This design comes from an exercise in tuning for small area on the open sky130 flow, not from production work.
Function was checked by simulation only, so behaviour that the tests miss may differ from the original.
The flow treats the clock pin as an ideal source, which a real chip does not have.
No activity file was given, so power comes from the tool's default toggle rates.

$ cat config.mk
export PLATFORM = sky130hd
export DESIGN_NAME = core_top
export DESIGN_NICKNAME = core_top
export VERILOG_FILES = /design/flow/design.v
export SDC_FILE = /design/flow/constraint.sdc
export NUM_CORES = 4
export LEC_CHECK = 0
export CAP_MARGIN = 20
export CORE_MARGIN = 2
export CORE_UTILIZATION = 35
export CTS_BUF_LIST = sky130_fd_sc_hd__clkbuf_4
export CTS_CLUSTER_DIAMETER = 40
export CTS_CLUSTER_SIZE = 10
export GPL_TIMING_DRIVEN = 0
export PLACE_DENSITY = 0.55
export SETUP_SLACK_MARGIN = 0.6
export SLEW_MARGIN = 20
$ cat constraint.sdc
create_clock -name core_clock -period 8.0 [get_ports {clk}]
set_input_delay 1.6000 -clock core_clock [delete_from_list [all_inputs] [get_ports {clk}]]
set_output_delay 1.6000 -clock core_clock [all_outputs]
set_load 0.01 [all_outputs]
$ cat design.v
package rv_isa_pkg;
    localparam logic [6:0] OPC_OPIMM  = 7'b0010011;
    localparam logic [6:0] OPC_AUIPC  = 7'b0010111;
    localparam logic [6:0] OPC_LUI    = 7'b0110111;
    localparam logic [6:0] OPC_SYSTEM = 7'b1110011;
    localparam logic [2:0] F3_ADDI = 3'b000;
    localparam logic [2:0] F3_PRIV = 3'b000;
    localparam logic [11:0] IMM_EBREAK = 12'h001;
    typedef enum logic [1:0] {
        CMD_NOP  = 2'd0,   
        CMD_ADD  = 2'd1,   
        CMD_PASS = 2'd2,   
        CMD_HALT = 2'd3    
    } cmd_e;
    typedef struct packed {
        logic [11:0]             imm12;
        logic [5-1:0] rs1;
        logic [2:0]              funct3;
        logic [5-1:0] rd;
        logic [6:0]              opcode;
    } i_fmt_t;
    typedef struct packed {
        logic [19:0]             imm20;
        logic [5-1:0] rd;
        logic [6:0]              opcode;
    } u_fmt_t;
    typedef union packed {
        i_fmt_t i_fmt;
        u_fmt_t u_fmt;
    } inst_u;
endpackage
package core_apb_pkg;
    localparam logic [8-1:0] ADDR_INST     = 8'h00;   
    localparam logic [8-1:0] ADDR_PC       = 8'h04;   
    localparam logic [8-1:0] ADDR_STATUS   = 8'h08;   
    localparam logic [8-1:0] ADDR_REG_BASE = 8'h80;
    localparam int unsigned STAT_HALTED  = 0;   
    localparam int unsigned STAT_ILLEGAL = 1;   
endpackage
module core_top (
    input  logic                    clk,
    input  logic                    arst_n,
    input  logic                    psel,
    input  logic                    penable,
    input  logic                    pwrite,
    input  logic [8-1:0] paddr,
    input  logic [32-1:0]   pwdata,
    output logic [32-1:0]   prdata,
    output logic                    pready,
    output logic                    pslverr
);
    localparam int unsigned NREGS = 1 << 5;
    logic [31:0] inst;
    logic        inst_vld;   
    logic [31:2] pc;
    logic        exec;       
    logic        halted;
    logic        illegal;
    logic        clr;        
    logic [31:0] regs [1:NREGS-1];
    logic [6:0] opcode;
    logic [2:0] funct3;
    logic       is_addi, is_lui, is_auipc, is_ebreak, is_legal;
    assign opcode    = inst[6:0];
    assign funct3    = inst[14:12];
    assign is_addi   = (opcode == 7'b0010011) && (funct3 == 3'b000);
    assign is_lui    = (opcode == 7'b0110111);
    assign is_auipc  = (opcode == 7'b0010111);
    assign is_ebreak = (opcode == 7'b1110011) && (funct3 == 3'b000) && (inst[31:20] == 12'h001);
    assign is_legal  = is_addi || is_lui || is_auipc || is_ebreak;
    logic                access;
    logic                hi;           
    logic                lo_ok;        
    logic                inst_we;
    logic [4:0]          ra_d, ra;           
    logic                ra_en_d, ra_en;     
    logic                sel_pc_d, sel_pc;
    logic                sel_inst_d, sel_inst;
    logic                sel_stat_d, sel_stat;
    logic [NREGS-1:1]    sel_r;
    logic [31:0]         rdata;
    assign access = psel && penable;
    assign hi     = paddr[7] && (paddr[1:0] == 2'b00);
    assign lo_ok  = (paddr[7:4] == 4'h0) && (paddr[1:0] == 2'b00);
    always_comb begin
        if (inst_we) begin
            ra_d       = pwdata[19:15];
            ra_en_d    = (pwdata[6:0] == 7'b0010011) && (pwdata[14:12] == 3'b000);
            sel_pc_d   = (pwdata[6:0] == 7'b0010111);
            sel_inst_d = 1'b0;
            sel_stat_d = 1'b0;
        end else begin
            ra_d       = paddr[6:2];
            ra_en_d    = hi;
            sel_pc_d   = lo_ok && (paddr[3:2] == 2'b01);
            sel_inst_d = lo_ok && (paddr[3:2] == 2'b00) && inst_vld;
            sel_stat_d = lo_ok && (paddr[3:2] == 2'b10);
        end
    end
    always_ff @(posedge clk) begin
        ra <= ra_d;
    end
    always_ff @(posedge clk or negedge arst_n) begin
        if (!arst_n) begin
            ra_en    <= 1'b0;
            sel_pc   <= 1'b0;
            sel_inst <= 1'b0;
            sel_stat <= 1'b0;
        end else begin
            ra_en    <= ra_en_d;
            sel_pc   <= sel_pc_d;
            sel_inst <= sel_inst_d;
            sel_stat <= sel_stat_d;
        end
    end
    always_comb begin
        for (int i = 1; i < NREGS; i++) begin
            sel_r[i] = ra_en && (ra == i[4:0]);
        end
    end
    always_comb begin
        rdata = ({pc, 2'b00} & {32{sel_pc}}) |
                (inst & {32{sel_inst}}) |
                ({30'd0, illegal, halted} & {32{sel_stat}});
        for (int i = 1; i < NREGS; i++) begin
            rdata = rdata | (regs[i] & {32{sel_r[i]}});
        end
    end
    logic wr_ok, rd_ok;
    assign wr_ok   = (paddr == 8'h00) && !halted;
    assign rd_ok   = hi || (lo_ok && (paddr[3:2] != 2'b11));
    assign inst_we = access && pwrite && wr_ok;
    assign prdata  = rdata;
    assign pready  = 1'b1;
    assign pslverr = access && (pwrite ? !wr_ok : !rd_ok);
    logic        imm_u, imm_i;
    logic [31:0] imm;
    logic [31:0] result;
    logic        wen;
    assign imm_u = exec && (is_lui || is_auipc);
    assign imm_i = exec && !(is_lui || is_auipc);
    assign imm   = ({inst[31:12], 12'h000} & {32{imm_u}}) |
                   ({{20{inst[31]}}, inst[31:20]} & {32{imm_i}});
    logic [31:0] ap, ag, bp, bg;
    always_comb begin
        ap = rdata ^ imm;
        ag = rdata & imm;
        bp = ap;
        bg = ag;
        for (int i = 1; i <= 5; i++) begin
            for (int j = 2**i - 1; j < 32; j = j + 2**i) begin
                bg[j] = bg[j] | (bp[j] & bg[j - 2**(i-1)]);
                bp[j] = bp[j] & bp[j - 2**(i-1)];
            end
        end
        for (int i = 5; i > 0; i--) begin
            for (int j = 2**i + 2**(i-1) - 1; j < 32; j = j + 2**i) begin
                bg[j] = bg[j] | (bp[j] & bg[j - 2**(i-1)]);
                bp[j] = bp[j] & bp[j - 2**(i-1)];
            end
        end
        result = ap ^ {bg[30:0], 1'b0};
    end
    assign wen = exec && (is_addi || is_lui || is_auipc) && (inst[11:7] != 5'd0);
    always_ff @(posedge clk) begin
        for (int i = 1; i < NREGS; i++) begin
            if (clr || (wen && (inst[11:7] == i[4:0]))) begin
                regs[i] <= result;
            end
        end
    end
    always_ff @(posedge clk or negedge arst_n) begin
        if (!arst_n) begin
            clr <= 1'b1;
        end else begin
            clr <= 1'b0;
        end
    end
    always_ff @(posedge clk) begin
        if (inst_we) begin
            inst <= pwdata;
        end
    end
    always_ff @(posedge clk or negedge arst_n) begin
        if (!arst_n) begin
            inst_vld <= 1'b0;
            exec     <= 1'b0;
            pc       <= 30'h2000_0000;   
            halted   <= 1'b0;
            illegal  <= 1'b0;
        end else begin
            exec <= inst_we;   
            if (inst_we) begin
                inst_vld <= 1'b1;
            end
            if (exec) begin
                if (is_ebreak) begin
                    halted <= 1'b1;
                end else begin
                    pc <= pc + 30'd1;
                end
                if (!is_legal) begin
                    illegal <= 1'b1;
                end
            end
        end
    end
endmodule
$ cat flow/run.sh
#!/bin/bash
# Standard synthesis, unchanged; then the standard layout with these changes to
# how it is made:
#  - clock tree: sink clusters of up to 10 on clkbuf_4, and no dummy loads
#  - port buffers: sky130_fd_sc_hd__buf_1 on every input and output port
#  - buffers from synthesis are removed before global placement
#    (flow/place_prep.tcl), and repair may not use buffers larger than buf_4
#    (flow/dont_use.tcl, run before each repairing step)
set -euo pipefail
bash standard.sh synth > synth.log 2>&1
export CTS_ARGS='-sink_clustering_enable -repair_clock_nets -sink_clustering_size 10 -sink_clustering_max_diameter 40 -buf_list {sky130_fd_sc_hd__clkbuf_4} -dont_use_dummy_load'
export BUFFER_PORTS_ARGS="-inputs -outputs -buffer_cell sky130_fd_sc_hd__buf_1"
DU="$PWD/flow/dont_use.tcl"
export PRE_FLOORPLAN_TCL="$DU" PRE_GLOBAL_PLACE_TCL="$PWD/flow/place_prep.tcl" PRE_RESIZE_TCL="$DU" PRE_DETAIL_PLACE_TCL="$DU" PRE_CTS_TCL="$DU" PRE_REPAIR_TIMING_POST_PLACE_TCL="$DU" PRE_DETAIL_ROUTE_TCL="$DU"
bash standard.sh > layout.log 2>&1
$ cat flow/dont_use.tcl
# Keep repair from using the largest buffers, so it fixes slew with smaller ones.
set_dont_use {sky130_fd_sc_hd__buf_6 sky130_fd_sc_hd__buf_8 sky130_fd_sc_hd__buf_12 sky130_fd_sc_hd__buf_16 sky130_fd_sc_hd__bufbuf_8 sky130_fd_sc_hd__bufbuf_16 sky130_fd_sc_hd__clkbuf_16}
$ cat flow/place_prep.tcl
# Before global placement: drop the buffers that synthesis inserted, so that
# repair (limited to small buffers by dont_use.tcl) buffers the nets itself.
source [file join [file dirname [info script]] dont_use.tcl]
remove_buffers
$ cat standard.sh
#!/bin/bash
# synth_recipe.tcl (not shown) runs the flow's synth.tcl, then flattens the netlist and writes it again
# the make line also repeats each setting of config.mk as NAME=value (left out here)
make -C /OpenROAD-flow-scripts/flow DESIGN_CONFIG=/design/flow/config.mk WORK_HOME=/design/flow/orfs CLKGATE_MAP_FILE= SYNTH_SCRIPT=/design/flow/synth_recipe.tcl "${@:-finish}"
==> results of run 1 <==
==> registers in the layout, summed over array words and instances, names as in the netlist <==
name      count
clr           1
exec          1
halted        1
illegal       1
inst         32
inst_vld      1
pc           30
ra            5
ra_en         1
regs        992
sel_inst      1
sel_pc        1
sel_stat      1
==> timing repair <==
action,CTS,global route
pin swaps,1,0
buffers inserted,1,0
gates resized for setup,2,7
setup endpoints to repair,18,209
==> power by group through the flow <==
stage | clock network (mW) | registers [mW] | logic (mW)
3_3_place_gp | 0 | 6.67 | 0.346
3_5_place_dp | 0 | 6.64 | 0.408
6_report | 2.55 | 6.52 | 0.417
5_1_grt | 2.77 | 6.54 | 0.425
4_1_cts | 2.57 | 6.52 | 0.410
2_1_floorplan | 0 | 6.63 | 0.146
==> kinds of logic after synthesis <==
logic type / synth area share, %
buffers and inverters: 1.38
adder cells (fa/ha/maj): 1.73
other: 0.0187
AND/OR/NAND/NOR: 5.01
flip-flops: 79.3
XOR/XNOR: 0.982
AO/OA/AOI/OAI: 11.5
multiplexers: 0.0281
==> path summary, 6_finish.rpt <==
kind / to / cells past startpoint
max: regs[30][31] / 20
min: inst_vld / 1
max reg2reg: regs[30][31] / 20
min reg2reg: inst_vld / 1
max in group asynchronous: pc[18] / 2
min in group asynchronous: sel_stat / 1
==> stage by stage <==
| step | hold slack (ns) | util, % | cells |
|---|---|---|---|
| global placement | 0.443 | 36.7 | 3747 |
| global route | 0.484 | 39.4 | 4051 |
| floorplan | 0.431 | - | 2272 |
| finish | 0.460 | 39.4 | 4053 |
| CTS | 0.432 | 39.3 | 4050 |
| detailed placement | 0.450 | 38.4 | 3903 |
==> worst max-delay path, stage by stage, from the launching register on <==
cell and delay [ns]:
dfrtp_1 0.49, nand4b_1 0.44, nor2_4 0.23, buf_4 0.29, buf_4 0.30, a22oi_1 0.23
nand4_1 0.13, or4_1 0.76, ha_1 0.33, fa_1 0.53, a211oi_1 0.35, o21ai_0 0.18
and4_1 0.32, o211ai_1 0.44, nand3_1 0.20, a31oi_1 0.24, a21oi_1 0.17, fa_2 0.44
xor2_1 0.32, xnor2_2 0.17, buf_2 0.30
==> cell type report <==
type,instances,area (um2)
Inverter,32,128
Fill cell,10300,69100
Multi-Input combinational cell,1058,8480
Clock buffer,146,1100
Tap cell,1512,1890
Timing Repair Buffer,234,1460
Antenna cell,3,7.51
Sequential cell,1068,31800
==> cells in the final DEF (no fill, tap or decap), drive strengths merged, types with 3 or more instances in the layout <==
cell	instances
a21o	32
fa	16
nand3b	3
a21oi	14
xor2	18
dfxtp	5
and3	11
diode	3
and2	10
buf	234
ha	30
clkbuf	146
nand4b	3
nand2b	11
a22oi	480
dfrtp	37
nand4	134
and4	6
a222oi	32
nand3	15
nor4b	3
nor2	58
edfxtp	1024
or2	7
nand2	39
nor3	9
o21ai	9
or4	27
xnor2	27
inv	30
o21bai	36
nor4	7
==> per-layer routing <==
metal,share of wire (%),up-vias
li1,-,9983
met2,46,1944
met5,0,-
met3,12,378
met1,38,13100
met4,3.9,0
==> flow_summary_export.csv, run 1 <==
group,metric,value,unit
run_status,outcome,"no timing/DRC/antenna violations",
logic_synthesis,netlist_top_cells_area,"edfxtp_1 (77%), a22oi_1 (9.0%), dfrtp_1 (2.3%)",
logic_synthesis,ys.flop_type,"edfxtp_1",
timing,relSlewSlack,24.0,%
global_routing,met2_usage,38.8,%
global_routing,top_usage_layer,"met2",
floorplan,num_rows,124,
global_routing,gr-total-overflow,0,
logic_synthesis,ys_types,50,
floorplan,die_y,343,um
placed_design,place_area,0.0438,mm2
setup_path,cp.arrival,7.92,ns
global_routing,grt_use_met1,33.1,%
power_and_ir_drop,power,9.49,mW
drt,wl,147000,um
timing,tns,0,ns
setup_path,cp.required,8.83,ns
drt,avgRoutedWirePerCell,36.3,um
clock_tree,path_clk_slew,0.08,ns
global_routing,grt_util_met3,5.88,%
global_routing,grt_max_degree,32,
setup_path,cp-start-kind,"flop",
floorplan,core,0.114,mm2
clock_tree,clkSinkCount,1068,
logic_synthesis,synth.most_common_cell,"edfxtp_1",
hold_path,hold_class,"flop to flop",
setup_path,criticalPathCategory,"flop to flop",
timing,worst_pin_slew,1.14,ns
global_routing,grt_antenna_before_repair,2,
global_routing,grt_pass1_vias,24300,
timing,min_period,7.09,ns
placed_design,dp_slack,0.477,ns
timing,rsz0062_at_grt,"false",
clock_tree,insertion_delay,1.05,ns
logic_synthesis,synth_top_area_share,76.6,%
power_and_ir_drop,switching_share,22.6,%
clock_tree,ctsHoldBuffers,0,
timing,max_freq,141,MHz
timing,min_period_over_period,88.6,%
placed_design,gp_congestion,0.809,
drt,postRouteAntennaNets,0,
setup_path,cp-startpoint,"ra_en",
final_layout,final_area,0.0449,mm2
hold_path,min_from,"inst_vld",
power_and_ir_drop,p_leak,15.6,nW
drt,via_per_inst,6.26,
power_and_ir_drop,power_frac_comb,4.4,%
logic_synthesis,postSynthAreaPerCell,17.7,um2
run,maxCapViolations,0,
power_and_ir_drop,p_seq_share,68.7,%
timing,clock_skew,0.124,ns
logic_synthesis,synth.yosys.warnings,2,
global_routing,grt_pass1_wl,198000,um
setup_path,worst_setup_path_end_kind,"flop",
logic_synthesis,syn_inst,2272,
logic_synthesis,synth_fp_nets,2363,
final_layout,area_delta_synth_final,11.8,%
timing,drv_slew,0,
setup_path,rr_startpoint,"ra_en",
timing,hold_viol_final,0,
final_layout,finalNetCount,2631,
clock_tree,cts_tree,"done",
drt,routed-via-count,25400,
power_and_ir_drop,internal-power,7.35,mW
logic_synthesis,ys_ff_latch,1068,
logic_synthesis,netlist_area,0.0401,mm2
floorplan,die_width,343,um
setup_path,r2r_setup_slack,0.91,ns
drt,drt_iter0_markers,4433,
logic_synthesis,yosys-top-cells-count,"edfxtp_1 (1024), a22oi_1 (480), nand4_1 (134)",
global_routing,grt_use_total,24.6,%
clock_tree,cts_buffers,146,
drt,firstDrtPassIters,8,
logic_synthesis,synth.largest_area_cell,"edfxtp_1",
floorplan,die-area,0.117,mm2
setup_path,path_max_fanout,18,
placed_design,hpwl,99900,um
drt,drcViolationCount,0,
power_and_ir_drop,ir_worst_vdd,0.104,mV
logic_synthesis,yosysSeqAreaShare,79.3,%
floorplan,io_pins,79,
logic_synthesis,synth_async_sr_flop_share,3.65,%
timing,fin_ws,0.909,ns
placed_design,portBuffers,77,
logic_synthesis,synth_edf_count,1024,
final_layout,drive_above_1_share,16.0,%
floorplan,start_util,35.2,%
power_and_ir_drop,clkPwrFrac,26.9,%
timing,finalSetupViolCount,0,
power_and_ir_drop,power.switching,2.14,mW
power_and_ir_drop,p_per_area,211,mW/mm2
==> run 2, diff against run 1 <==
--- a/flow/run.sh
+++ b/flow/run.sh
@@ -10,3 +10,3 @@
 bash standard.sh synth > synth.log 2>&1
-export CTS_ARGS='-sink_clustering_enable -repair_clock_nets -sink_clustering_size 10 -sink_clustering_max_diameter 40 -buf_list {sky130_fd_sc_hd__clkbuf_4} -dont_use_dummy_load'
+export CTS_ARGS='-sink_clustering_enable -repair_clock_nets -sink_clustering_size 10 -sink_clustering_max_diameter 35 -buf_list {sky130_fd_sc_hd__clkbuf_4} -dont_use_dummy_load'
 export BUFFER_PORTS_ARGS="-inputs -outputs -buffer_cell sky130_fd_sc_hd__buf_1"
==> config.mk (replaced) <==
export PLATFORM = sky130hd
export DESIGN_NAME = core_top
export DESIGN_NICKNAME = core_top
export VERILOG_FILES = /design/flow/design.v
export SDC_FILE = /design/flow/constraint.sdc
export NUM_CORES = 4
export LEC_CHECK = 0
export CAP_MARGIN = 25
export CORE_MARGIN = 2
export CORE_UTILIZATION = 40
export CTS_BUF_LIST = sky130_fd_sc_hd__clkbuf_4
export CTS_CLUSTER_DIAMETER = 35
export CTS_CLUSTER_SIZE = 10
export GPL_TIMING_DRIVEN = 0
export PLACE_DENSITY = 0.6
export SETUP_SLACK_MARGIN = 0.6
export SLEW_MARGIN = 25
==> flow_summary_export.csv, run 2 <==
group,metric,value,unit
power_and_ir_drop,power,9.54,mW
floorplan,start_util,40.3,%
floorplan,core,0.0997,mm2
timing,clock_skew,0.136,ns
drt,routed-via-count,25600,
setup_path,cp-startpoint,"ra_en",
logic_synthesis,ys_ff_latch,1068,
setup_path,criticalPathCategory,"flop to flop",
clock_tree,clkSinkCount,1068,
setup_path,setup.worst_path.end,"regs[29][31]",
floorplan,die_y,321,um
global_routing,grt_pass1_wl,194000,um
setup_path,rr_startpoint,"ra_en",
setup_path,cp.required,8.78,ns
run_status,outcome,"no timing/DRC/antenna violations",
drt,postRouteAntennaNets,0,
logic_synthesis,synth_edf_count,1024,
timing,rsz0062_at_grt,"false",
setup_path,cp-start-kind,"flop",
floorplan,die-area,0.103,mm2
logic_synthesis,yosys-top-cells-count,"edfxtp_1 (1024), a22oi_1 (480), nand4_1 (134)",
logic_synthesis,netlist_top_cells_area,"edfxtp_1 (77%), a22oi_1 (9.0%), dfrtp_1 (2.3%)",
timing,drv_slew,0,
logic_synthesis,synth.yosys.warnings,2,
logic_synthesis,yosysSeqAreaShare,79.3,%
timing,min_period_over_period,90.1,%
timing,hold_viol_final,0,
logic_synthesis,synth_async_sr_flop_share,3.65,%
final_layout,finalNetCount,2650,
clock_tree,cts_buffers,156,
clock_tree,ctsHoldBuffers,0,
logic_synthesis,synth_top_area_share,76.6,%
timing,worst_pin_slew,1.11,ns
placed_design,portBuffers,77,
floorplan,io_pins,79,
drt,via_per_inst,6.63,
global_routing,gr-total-overflow,0,
global_routing,grt_pass1_vias,24200,
power_and_ir_drop,p_leak,15.7,nW
logic_synthesis,ys_types,50,
drt,wl,143000,um
logic_synthesis,synth.largest_area_cell,"edfxtp_1",
logic_synthesis,postSynthAreaPerCell,17.7,um2
final_layout,regMostFlops,"regs",
final_layout,drive_above_1_share,16.5,%
clock_tree,path_clk_slew,0.10,ns
setup_path,rr_endpoint,"regs[29][31]",
setup_path,r2r_setup_slack,0.80,ns
floorplan,num_rows,116,
setup_path,path_max_fanout,18,
drt,firstDrtPassIters,9,
final_layout,largest_reg_flops,992,
drt,avgRoutedWirePerCell,37.1,um
logic_synthesis,netlist_area,0.0401,mm2
hold_path,hold_class,"flop to flop",
power_and_ir_drop,ir_worst_vdd,0.114,mV
logic_synthesis,synth.most_common_cell,"edfxtp_1",
timing,min_period,7.20,ns
clock_tree,insertion_delay,1.07,ns
placed_design,gp_congestion,0.805,
setup_path,cp.arrival,7.99,ns
setup_path,worst_setup_path_end_kind,"flop",
logic_synthesis,syn_inst,2272,
logic_synthesis,ys.flop_type,"edfxtp_1",
final_layout,reg_top3,"regs (992), inst (32), pc (30)",
global_routing,grt_max_degree,32,
global_routing,grt_antenna_before_repair,4,
timing,finalSetupViolCount,0,
placed_design,hpwl,97700,um
power_and_ir_drop,p_per_area,213,mW/mm2
timing,max_freq,139,MHz
clock_tree,cts_tree,"done",
run,maxCapViolations,0,
drt,drt_iter0_markers,5363,
final_layout,mostFrequentLayoutCells,"edfxtp_1 (1024), a22oi_1 (480), buf_4 (162)",
drt,drcViolationCount,0,
final_layout,area_delta_synth_final,11.6,%
logic_synthesis,synth_fp_nets,2363,
timing,tns,0,ns
floorplan,die_width,321,um
final_layout,layout_commonest_cell,"edfxtp_1",
setup_path,r2r_cells,21,
global_routing,grt_use_total,27.5,%
timing,relSlewSlack,25.9,%
## run 2: cell counts after synthesis
No cell type changed its count.
## run 2: worst min path at each step
| stage | start | endpoint | slack, ns | depth (start not counted) |
|---|---|---|---|---|
| floorplan | inst_vld | inst_vld | 0.43 | 1 |
| global placement | inst_vld | inst_vld | 0.44 | 1 |
| detailed placement | inst_vld | inst_vld | 0.45 | 1 |
| CTS | arst_n | inst_vld | 0.47 | 1 |
| global route | arst_n | ra_en | 0.51 | 1 |
| finish | inst_vld | inst_vld | 0.48 | 1 |
## run 2: cell type report
| type | count | area (um2) |
|---|---|---|
| fill | 8410 | 54900 |
| multi-input combinational | 1058 | 8490 |
| antenna | 2 | 5.00 |
| inverter | 32 | 128 |
| sequential | 1068 | 31800 |
| tap | 1298 | 1620 |
| clock buffer | 156 | 1170 |
| timing repair buffer | 243 | 1530 |
## run 2: worst max-delay path: stages (launching register included)
cell and delay (ns):
dfrtp_1 0.49, nand4b_1 0.46, nor2_4 0.27, buf_4 0.30
buf_4 0.25, a22oi_1 0.16, nand4_1 0.11, or4_1 0.79
ha_1 0.34, fa_1 0.52, a211oi_1 0.34, o21ai_0 0.19
and4_1 0.33, o211ai_1 0.20, buf_4 0.18, nand3_1 0.10
a31oi_1 0.24, a21oi_1 0.17, fa_1 0.49, xor2_1 0.38
xnor2_4 0.23, buf_2 0.37
## run 2: what timing repair did
action,CTS,global route
setup buffers,0,2
pin swaps,0,1
gates resized for setup,2,5
setup endpoints to repair,18,217
## run 2: routing by layer
layer	vias to the layer above	part of all wire, %	track usage (%)
met5	-	0	0
met1	12900	36	37.2
li1	10000	-	-
met2	2216	46	43.3
met4	0	4.4	11.3
met3	418	13	5.78
## run 2: through the flow
| stage | hold slack [ns] | instances | setup WS [ns] | area, um2 | utilization (%) |
|---|---|---|---|---|---|
| floorplan | 0.431 | 2272 | 2.30 | 40100 | - |
| global placement | 0.444 | 3533 | -2.85 | 41600 | 41.7 |
| detailed placement | 0.453 | 3697 | 0.495 | 43600 | 43.7 |
| CTS | 0.469 | 3853 | 0.610 | 44700 | 44.9 |
| global route | 0.506 | 3856 | 0.586 | 44800 | 44.9 |
| finish | 0.475 | 3857 | 0.796 | 44800 | 44.9 |
## run 2: kinds of logic (layout without fill, tap and decap cells)
logic type      after synthesis  after routing  share of synthesized area [%]
compound gates              613            613                           11.5
xor+xnor                     45             45                          0.982
fa+ha+maj                    46             46                           1.73
buf+inv                     146            431                           1.38
flops                      1068           1068                           79.3
mux                           1              1                         0.0281
other cells                   2              4                         0.0187
simple gates                351            351                           5.01
## run 2: power by group
part	internal, mW	switching [mW]	leakage (nW)
registers	6.44	0.0856	11.1
logic	0.0760	0.338	3.92
clock network	0.893	1.71	0.718

==> re-timing with driven ports <==
Ports are ideal in the flow. The routed layouts listed here were re-timed in OpenROAD.
Step 1 (the two cells are an assumption about what drives the block):
set clk [get_ports {clk}]
set_driving_cell -lib_cell sky130_fd_sc_hd__clkbuf_16 $clk
set_driving_cell -lib_cell sky130_fd_sc_hd__buf_2 [delete_from_list [all_inputs] $clk]
Step 2, shift: input delay + t, output delay - t, t = (earliest + latest rising clock arrival at the registers) / 2. This alone moves slack from input paths to output paths.
Three values: ideal ports, drivers, drivers and shift; two values: the first two.
| run | t (ns) | slack for setup (ns) | worst setup path after step 2 |
|---|---|---|---|
| run 1 | 1.060 | 0.909 / 0.909 / 0.909 | register to register |
| run 2 | 1.065 | 0.796 / 0.796 / 0.796 | register to register |
After both steps every run listed still meets setup and hold.
